Background: an optimization exercise with open tools, aiming at small area. Do not read the settings as production practice. Function was checked by simulation only, so behaviour that the tests miss may differ from the original. Power figures rest on the tool's default switching activity, not on a simulated workload.

==> flow/design.v (excerpt) <==
module ddr_stat_top (
   input  logic                        clk,
   input  logic                        pipe_rst_n,
   input  logic                        sh_ddr_stat_wr,
   input  logic                        sh_ddr_stat_rd,
   input  logic [8-1:0]     sh_ddr_stat_addr,
   input  logic [32-1:0]     sh_ddr_stat_wdata,
   input  stat_reg_pkg::ready_bits_t   sh_cl_ddr_is_ready,
   output logic                        ddr_sh_stat_ack,
   output logic [32-1:0]     ddr_sh_stat_rdata,
   output stat_reg_pkg::int_bits_t     ddr_sh_stat_int
);
Size in the first run: roughly 1000 cells after synthesis, about 700 flip-flops, roughly 0.017 sq mm of cells after synthesis.
export LEC_CHECK = 0
export CAP_MARGIN = 20
export CORE_MARGIN = 2
export CORE_UTILIZATION = 40
export SLEW_MARGIN = 20
create_clock -name core_clock -period 4.0 [get_ports {clk}]
standard.sh (not shown) runs the stock make flow with config.mk's settings and CLKGATE_MAP_FILE= SYNTH_SCRIPT=/design/flow/synth_recipe.tcl, a recipe that flattens the netlist after the stock synthesis.
==> flow/flow/run.sh <==
#!/bin/bash
# The standard layout (standard.sh, the standard flow's own ORFS run) with two changes to
# how it is built: the port buffers are the smallest buffer instead of the
# one buffer_ports picks, and clock tree synthesis uses its own buffer list and
# clustering and inserts no dummy loads. Every tool's output is in flow.log and
# in ORFS's own logs under orfs/logs.
set -euo pipefail
bash standard.sh \
  BUFFER_PORTS_ARGS="-buffer_cell sky130_fd_sc_hd__buf_1" \
  CTS_ARGS="-sink_clustering_enable -repair_clock_nets -dont_use_dummy_load -buf_list sky130_fd_sc_hd__clkbuf_8 -sink_clustering_size 22 -sink_clustering_max_diameter 50" \
  finish > flow.log 2>&1
==> next run, changes <==
--- a/flow/flow/run.sh
+++ b/flow/flow/run.sh
@@ -9,3 +9,3 @@
   BUFFER_PORTS_ARGS="-buffer_cell sky130_fd_sc_hd__buf_1" \
-  CTS_ARGS="-sink_clustering_enable -repair_clock_nets -dont_use_dummy_load -buf_list sky130_fd_sc_hd__clkbuf_8 -sink_clustering_size 22 -sink_clustering_max_diameter 50" \
+  CTS_ARGS="-sink_clustering_enable -repair_clock_nets -dont_use_dummy_load -buf_list sky130_fd_sc_hd__clkbuf_4 -sink_clustering_size 10 -sink_clustering_max_diameter 40" \
   finish > flow.log 2>&1
Final cell count increases by about 2.6%.
Wire length increases by 0.43%.
Worst setup slack degrades by 0.13 ns.
Critical path depth is unchanged.
Core utilization hardly moves.
Global-route usage increases by 0.19 points.
==> next run, changes <==
Settings changed: CORE_UTILIZATION 40 to 65, PLACE_DENSITY set to 0.8.
Setup slack gains 0.065 ns.
Design area is lower by 1.9%.
Final cell count is lower by 12%.
Clock-buffer cell count is lower by 7.
Worst hold slack gains 0.053 ns.
Total power is lower by 1.6%.
Global-route usage is higher by 5.8 points.
Utilization is higher by 27 points.
Wire length is lower by 4.5%.
Critical path depth is lower by 1.
Register-to-register slack gains 0.11 ns.

* * *

Setup of run A:
The RTL this note starts from:
==> flow/design.v <==
`timescale 1ns/100ps
package stat_bus_pkg;
   typedef struct packed {
      logic                    wr;
      logic                    rd;
      logic [8-1:0] addr;
      logic [32-1:0] wdata;
   } stat_req_t;
   typedef struct packed {
      logic                    ack;
      logic [8-1:0]  intr;
      logic [32-1:0] rdata;
   } stat_ack_t;
   localparam int STAT_REQ_W = 2 + 8 + 32;
   localparam int STAT_ACK_W = 1 + 8 + 32;
endpackage
`timescale 1ns/100ps
package stat_reg_pkg;
   typedef logic [8-1:0] reg_addr_t;
   localparam reg_addr_t REG_ID         = 'h00;
   localparam reg_addr_t REG_SCRATCH    = 'h04;
   localparam reg_addr_t REG_READY      = 'h08;
   localparam reg_addr_t REG_WR_COUNT   = 'h0C;
   localparam reg_addr_t REG_INT_STATUS = 'h10;
   localparam reg_addr_t REG_INT_SET    = 'h14;
   typedef logic [8-1:0]  int_bits_t;
   typedef logic [3-1:0] ready_bits_t;
endpackage
`timescale 1ns/100ps
`timescale 1ns/100ps
`timescale 1ns/100ps
`timescale 1ns/100ps
module ddr_stat_top (
   input  logic                        clk,
   input  logic                        pipe_rst_n,
   input  logic                        sh_ddr_stat_wr,
   input  logic                        sh_ddr_stat_rd,
   input  logic [8-1:0]     sh_ddr_stat_addr,
   input  logic [32-1:0]     sh_ddr_stat_wdata,
   input  stat_reg_pkg::ready_bits_t   sh_cl_ddr_is_ready,
   output logic                        ddr_sh_stat_ack,
   output logic [32-1:0]     ddr_sh_stat_rdata,
   output stat_reg_pkg::int_bits_t     ddr_sh_stat_int
);
   localparam int STAGES = 2 * 8 + 3;    
   localparam int LAST   = STAGES - 1;                   
   localparam int APPLY  = STAGES - 2;                   
   localparam int READY  = 8 + 1;        
   localparam logic [2:0] KIND_NONE = 3'b000;
   localparam logic [2:0] KIND_ACK0 = 3'b001;    
   localparam logic [2:0] KIND_ID   = 3'b010;
   localparam logic [2:0] KIND_BAD  = 3'b011;
   localparam logic [2:0] KIND_RDY  = 3'b100;
   localparam logic [2:0] KIND_SCR  = 3'b101;
   localparam logic [2:0] KIND_CNT  = 3'b110;
   localparam logic [2:0] KIND_INT  = 3'b111;
   logic                    big_q   [APPLY];
   logic                    which_q [APPLY];
   logic [32-1:0] data_q  [LAST];
   logic                    ack_q;
   logic                    sel_id_q, sel_bad_q, sel_rdy_q;
   logic                    sel_scr_q, sel_cnt_q, sel_int_q;
   logic [2:0]              rdy_q;
   logic [32-1:0] scratch_q;
   logic                    scratch_set_q;       
   logic [32-1:0] wr_count_q;
   stat_reg_pkg::int_bits_t int_status_q;
   logic                    is_id, is_scr, is_rdy, is_cnt, is_ist, is_iset;
   logic                    big_in;
   logic [2:0]              kind_in;
   logic [32-1:0] data_in;
   assign is_id   = sh_ddr_stat_addr == stat_reg_pkg::REG_ID;
   assign is_scr  = sh_ddr_stat_addr == stat_reg_pkg::REG_SCRATCH;
   assign is_rdy  = sh_ddr_stat_addr == stat_reg_pkg::REG_READY;
   assign is_cnt  = sh_ddr_stat_addr == stat_reg_pkg::REG_WR_COUNT;
   assign is_ist  = sh_ddr_stat_addr == stat_reg_pkg::REG_INT_STATUS;
   assign is_iset = sh_ddr_stat_addr == stat_reg_pkg::REG_INT_SET;
   always_comb
   begin
      big_in  = sh_ddr_stat_wr && (is_scr || is_cnt);
      kind_in = !sh_ddr_stat_wr && !sh_ddr_stat_rd ? KIND_NONE :
                sh_ddr_stat_wr ? KIND_ACK0 :
                is_scr  ? KIND_SCR :
                is_cnt  ? KIND_CNT :
                is_ist  ? KIND_INT :
                is_id   ? KIND_ID  :
                is_rdy  ? KIND_RDY :
                is_iset ? KIND_ACK0 : KIND_BAD;
      data_in = sh_ddr_stat_wdata;
      if (!big_in)
      begin
         data_in[31:29] = kind_in;
         data_in[13]    = !sh_ddr_stat_wr;
         data_in[9:8]   = {is_ist, is_iset};
      end
   end
   localparam logic [4:0] LFSR_START = 5'b00001;
   localparam logic [4:0] LFSR_DONE  = 5'b11000;
   logic [4:0] rst_lfsr_q;
   logic       rst_done_q;                       
   always_ff @(posedge clk)
   begin
      if (!pipe_rst_n)
      begin
         rst_lfsr_q <= LFSR_START;
         rst_done_q <= 1'b0;
      end
      else
      begin
         rst_lfsr_q <= {rst_lfsr_q[3:0], rst_lfsr_q[4] ^ rst_lfsr_q[2]};
         if (rst_lfsr_q == LFSR_DONE)
            rst_done_q <= 1'b1;
      end
   end
   always_ff @(posedge clk)
   begin
      big_q[0]   <= big_in;
      which_q[0] <= is_cnt;
      data_q[0]  <= data_in;
      for (int i = 1; i < APPLY; i++)
      begin
         big_q[i]   <= big_q[i-1];
         which_q[i] <= which_q[i-1];
      end
      for (int i = 1; i < LAST; i++)
         data_q[i] <= data_q[i-1];
      if (!big_q[READY-1])
         data_q[READY][12:10] <= sh_cl_ddr_is_ready;
      ack_q     <= last_in != KIND_NONE;
      sel_id_q  <= last_in == KIND_ID;
      sel_bad_q <= last_in == KIND_BAD;
      sel_rdy_q <= last_in == KIND_RDY;
      sel_scr_q <= last_in == KIND_SCR;
      sel_cnt_q <= last_in == KIND_CNT;
      sel_int_q <= last_in == KIND_INT;
      rdy_q     <= data_q[LAST-1][12:10];
   end
   logic                    ok_in;               
   logic                    nw_in;               
   logic                    a_scr_q;             
   logic                    a_cnt_q;             
   logic                    a_keep_q;            
   logic                    a_inc_q;             
   logic [32-1:0] data_a;
   assign ok_in = pipe_rst_n && rst_done_q;
   assign nw_in = !big_q[APPLY-1] && data_q[APPLY-1][31:29] == KIND_ACK0 &&
                  !data_q[APPLY-1][13];
   always_ff @(posedge clk)
   begin
      a_scr_q  <= ok_in && big_q[APPLY-1] && !which_q[APPLY-1];
      a_cnt_q  <= ok_in && big_q[APPLY-1] && which_q[APPLY-1];
      a_keep_q <= ok_in && !(big_q[APPLY-1] && which_q[APPLY-1]);
      a_inc_q  <= ok_in && (big_q[APPLY-1] ? !which_q[APPLY-1] : nw_in);
   end
   assign data_a = data_q[APPLY];
   logic a_nw, a_clr, a_set;
   assign a_nw  = a_inc_q && !a_scr_q;
   assign a_clr = a_nw && data_a[9];
   assign a_set = a_nw && data_a[8];
   logic [2:0] last_in;
   assign last_in = !pipe_rst_n || !(a_keep_q || a_cnt_q) ? KIND_NONE :
                    a_scr_q || a_cnt_q ? KIND_ACK0 : data_a[31:29];
   localparam int SEG  = 8;
   localparam int NSEG = 32 / SEG;
   logic                    cnt_inc;
   logic [NSEG-1:0]         seg_ones;            
   logic [32-1:0] cnt_carry;
   logic [32-1:0] wr_count_inc;
   assign cnt_inc = a_inc_q;
   for (genvar j = 0; j < NSEG; j++)
   begin : g_seg_ones
      assign seg_ones[j] = &wr_count_q[j*SEG +: SEG];
   end
   always_comb
   begin
      for (int i = 0; i < 32; i++)
      begin
         if (i % SEG == 0)
         begin
            cnt_carry[i] = cnt_inc;
            for (int j = 0; j < i / SEG; j++)
               cnt_carry[i] = cnt_carry[i] && seg_ones[j];
         end
         else
            cnt_carry[i] = cnt_carry[i-1] && wr_count_q[i-1];
         wr_count_inc[i] = wr_count_q[i] ^ cnt_carry[i];
      end
   end
   always_ff @(posedge clk)
   begin
      if (a_scr_q)
         scratch_q <= data_a;
   end
   always_ff @(posedge clk)
   begin
      scratch_set_q <= a_scr_q || ((a_keep_q || a_cnt_q) && scratch_set_q);
      wr_count_q    <= ({32{a_cnt_q}} & data_a) |
                       ({32{a_keep_q}} & wr_count_inc);
   end
   always_ff @(posedge clk)
   begin
      if (!pipe_rst_n)
         int_status_q <= '0;
      else
         int_status_q <= (int_status_q & ~({8{a_clr}} & data_a[7:0])) |
                         ({8{a_set}} & data_a[7:0]);
   end
   always_comb
   begin
      ddr_sh_stat_rdata = '0;
      if (sel_id_q)
         ddr_sh_stat_rdata = ddr_sh_stat_rdata | 32'h5d1a_0a01;
      if (sel_bad_q)
         ddr_sh_stat_rdata = ddr_sh_stat_rdata | 32'hdead_da7a;
      if (sel_rdy_q)
         ddr_sh_stat_rdata[3-1:0] = ddr_sh_stat_rdata[3-1:0] | rdy_q;
      if (sel_scr_q && scratch_set_q)
         ddr_sh_stat_rdata = ddr_sh_stat_rdata | scratch_q;
      if (sel_cnt_q)
         ddr_sh_stat_rdata = ddr_sh_stat_rdata | wr_count_q;
      if (sel_int_q)
         ddr_sh_stat_rdata[8-1:0] = ddr_sh_stat_rdata[8-1:0] | int_status_q;
   end
   assign ddr_sh_stat_ack = ack_q;
   assign ddr_sh_stat_int = int_status_q;
endmodule
Settings: LEC_CHECK=0, CAP_MARGIN=20, CORE_MARGIN=2, CORE_UTILIZATION=73, PLACE_DENSITY=0.85, SLEW_MARGIN=20; clock period 4.0 ns.
==> flow/flow/run.sh <==
#!/bin/bash
# The standard layout (standard.sh, the standard flow's own ORFS run) with two changes to
# how it is built: the port buffers are the smallest buffer instead of the
# one buffer_ports picks, and clock tree synthesis uses its own buffer list and
# clustering and inserts no dummy loads. Every tool's output is in flow.log and
# in ORFS's own logs under orfs/logs.
set -euo pipefail
bash standard.sh \
  BUFFER_PORTS_ARGS="-buffer_cell sky130_fd_sc_hd__buf_1" \
  CTS_ARGS="-sink_clustering_enable -repair_clock_nets -dont_use_dummy_load -buf_list sky130_fd_sc_hd__clkbuf_4 -sink_clustering_size 12 -sink_clustering_max_diameter 40" \
  finish > flow.log 2>&1
For run B, these inputs were changed with respect to run A:
- PLACE_DENSITY: 0.85 -> 0.82
- CORE_UTILIZATION: 73 -> 70
-- flow/flow/run.sh --
<<< run A, line 9
  BUFFER_PORTS_ARGS="-buffer_cell sky130_fd_sc_hd__buf_1" \
  CTS_ARGS="-sink_clustering_enable -repair_clock_nets -dont_use_dummy_load -buf_list sky130_fd_sc_hd__clkbuf_4 -sink_clustering_size 12 -sink_clustering_max_diameter 40" \
  finish > flow.log 2>&1
>>> run B, line 9
  BUFFER_PORTS_ARGS="-buffer_cell sky130_fd_sc_hd__buf_1" \
  CTS_ARGS="-sink_clustering_enable -repair_clock_nets -dont_use_dummy_load -buf_list sky130_fd_sc_hd__clkbuf_4 -sink_clustering_size 12 -sink_clustering_max_diameter 40" \
  RECOVER_POWER=100 \
  finish > flow.log 2>&1
==> comparison <==
Run B: flow complete, layout not clean; failing: capacitance limit, slew limit. Looking only at clock share of power, and setting everything else aside, the higher value of run A and run B goes to run B. [compare] base=run A new=run B: die area went up; switching power share of the total did not really move. Delta(via density per instance, run B - run A) < 0. Delta (run B minus run A): overall routed net length now sits lower; global-route usage over all layers now sits lower; final non-filler cell area now sits at about the same level; clock skew now sits at about the same level.
Inputs modified between run B and run C:
-- flow/flow/run.sh --
<<< run B, line 9
  BUFFER_PORTS_ARGS="-buffer_cell sky130_fd_sc_hd__buf_1" \
  CTS_ARGS="-sink_clustering_enable -repair_clock_nets -dont_use_dummy_load -buf_list sky130_fd_sc_hd__clkbuf_4 -sink_clustering_size 12 -sink_clustering_max_diameter 40" \
  RECOVER_POWER=100 \
  finish > flow.log 2>&1
>>> run C, line 9
  BUFFER_PORTS_ARGS="-buffer_cell sky130_fd_sc_hd__buf_1" \
  CTS_ARGS="-sink_clustering_enable -repair_clock_nets -dont_use_dummy_load -buf_list sky130_fd_sc_hd__clkbuf_4 -sink_clustering_size 12 -sink_clustering_max_diameter 40" \
  finish > flow.log 2>&1
==> comparison <==
Run C: no failed stages, no open violations at the end
For total power, run B and run C come out practically identical.
On final standard cell area without fillers, run B and run C are neck and neck.
There was hardly any difference in wire length after detailed routing between run B and run C.
| highest clock rate | lower: run B |
Run C vs run B — shortest period the worst path allows dropped 0.17 ns.
Of run B and run C, the run reporting the lower worst setup margin was run B.

## re-timing with driven ports
No port has a modelled driver above. Below, the same layouts with a new extraction and two added sets of constraints. Step 1 (the two cells are an assumption about what drives the block):
set clk [get_ports {clk}]
set_driving_cell -lib_cell sky130_fd_sc_hd__clkbuf_16 $clk
set_driving_cell -lib_cell sky130_fd_sc_hd__buf_2 [delete_from_list [all_inputs] $clk]
Step 2 also shifts input and output timing later by t, the mid clock arrival at the registers, as if the neighbouring blocks saw the same clock. Three values: ideal ports, drivers, drivers and shift; two values: the first two.
run | t (ns) | setup WS [ns] | worst hold slack (ns) | clock arrival spread, ns
the first run of note 1 | 0.639 | 0.357 / 0.313 / 0.765 | 0.257 / 0.238 / 0.257 | 0.070 / 0.069
the second run of note 1 | 0.731 | 0.232 / 0.184 / 0.798 | 0.168 / 0.142 / 0.270 | 0.074 / 0.074
the third run of note 1 | 0.677 | 0.296 / 0.256 / 0.906 | 0.221 / 0.203 / 0.284 | 0.053 / 0.053
run A | 0.677 | 1.086 / 1.044 / 1.119 | 0.218 / 0.198 / 0.297 | 0.074 / 0.074
run B | 0.678 | 0.967 / 0.929 / 1.270 | 0.209 / 0.194 / 0.293 | 0.063 / 0.063
run C | 0.680 | 1.135 / 1.096 / 1.288 | 0.208 / 0.193 / 0.292 | 0.064 / 0.064
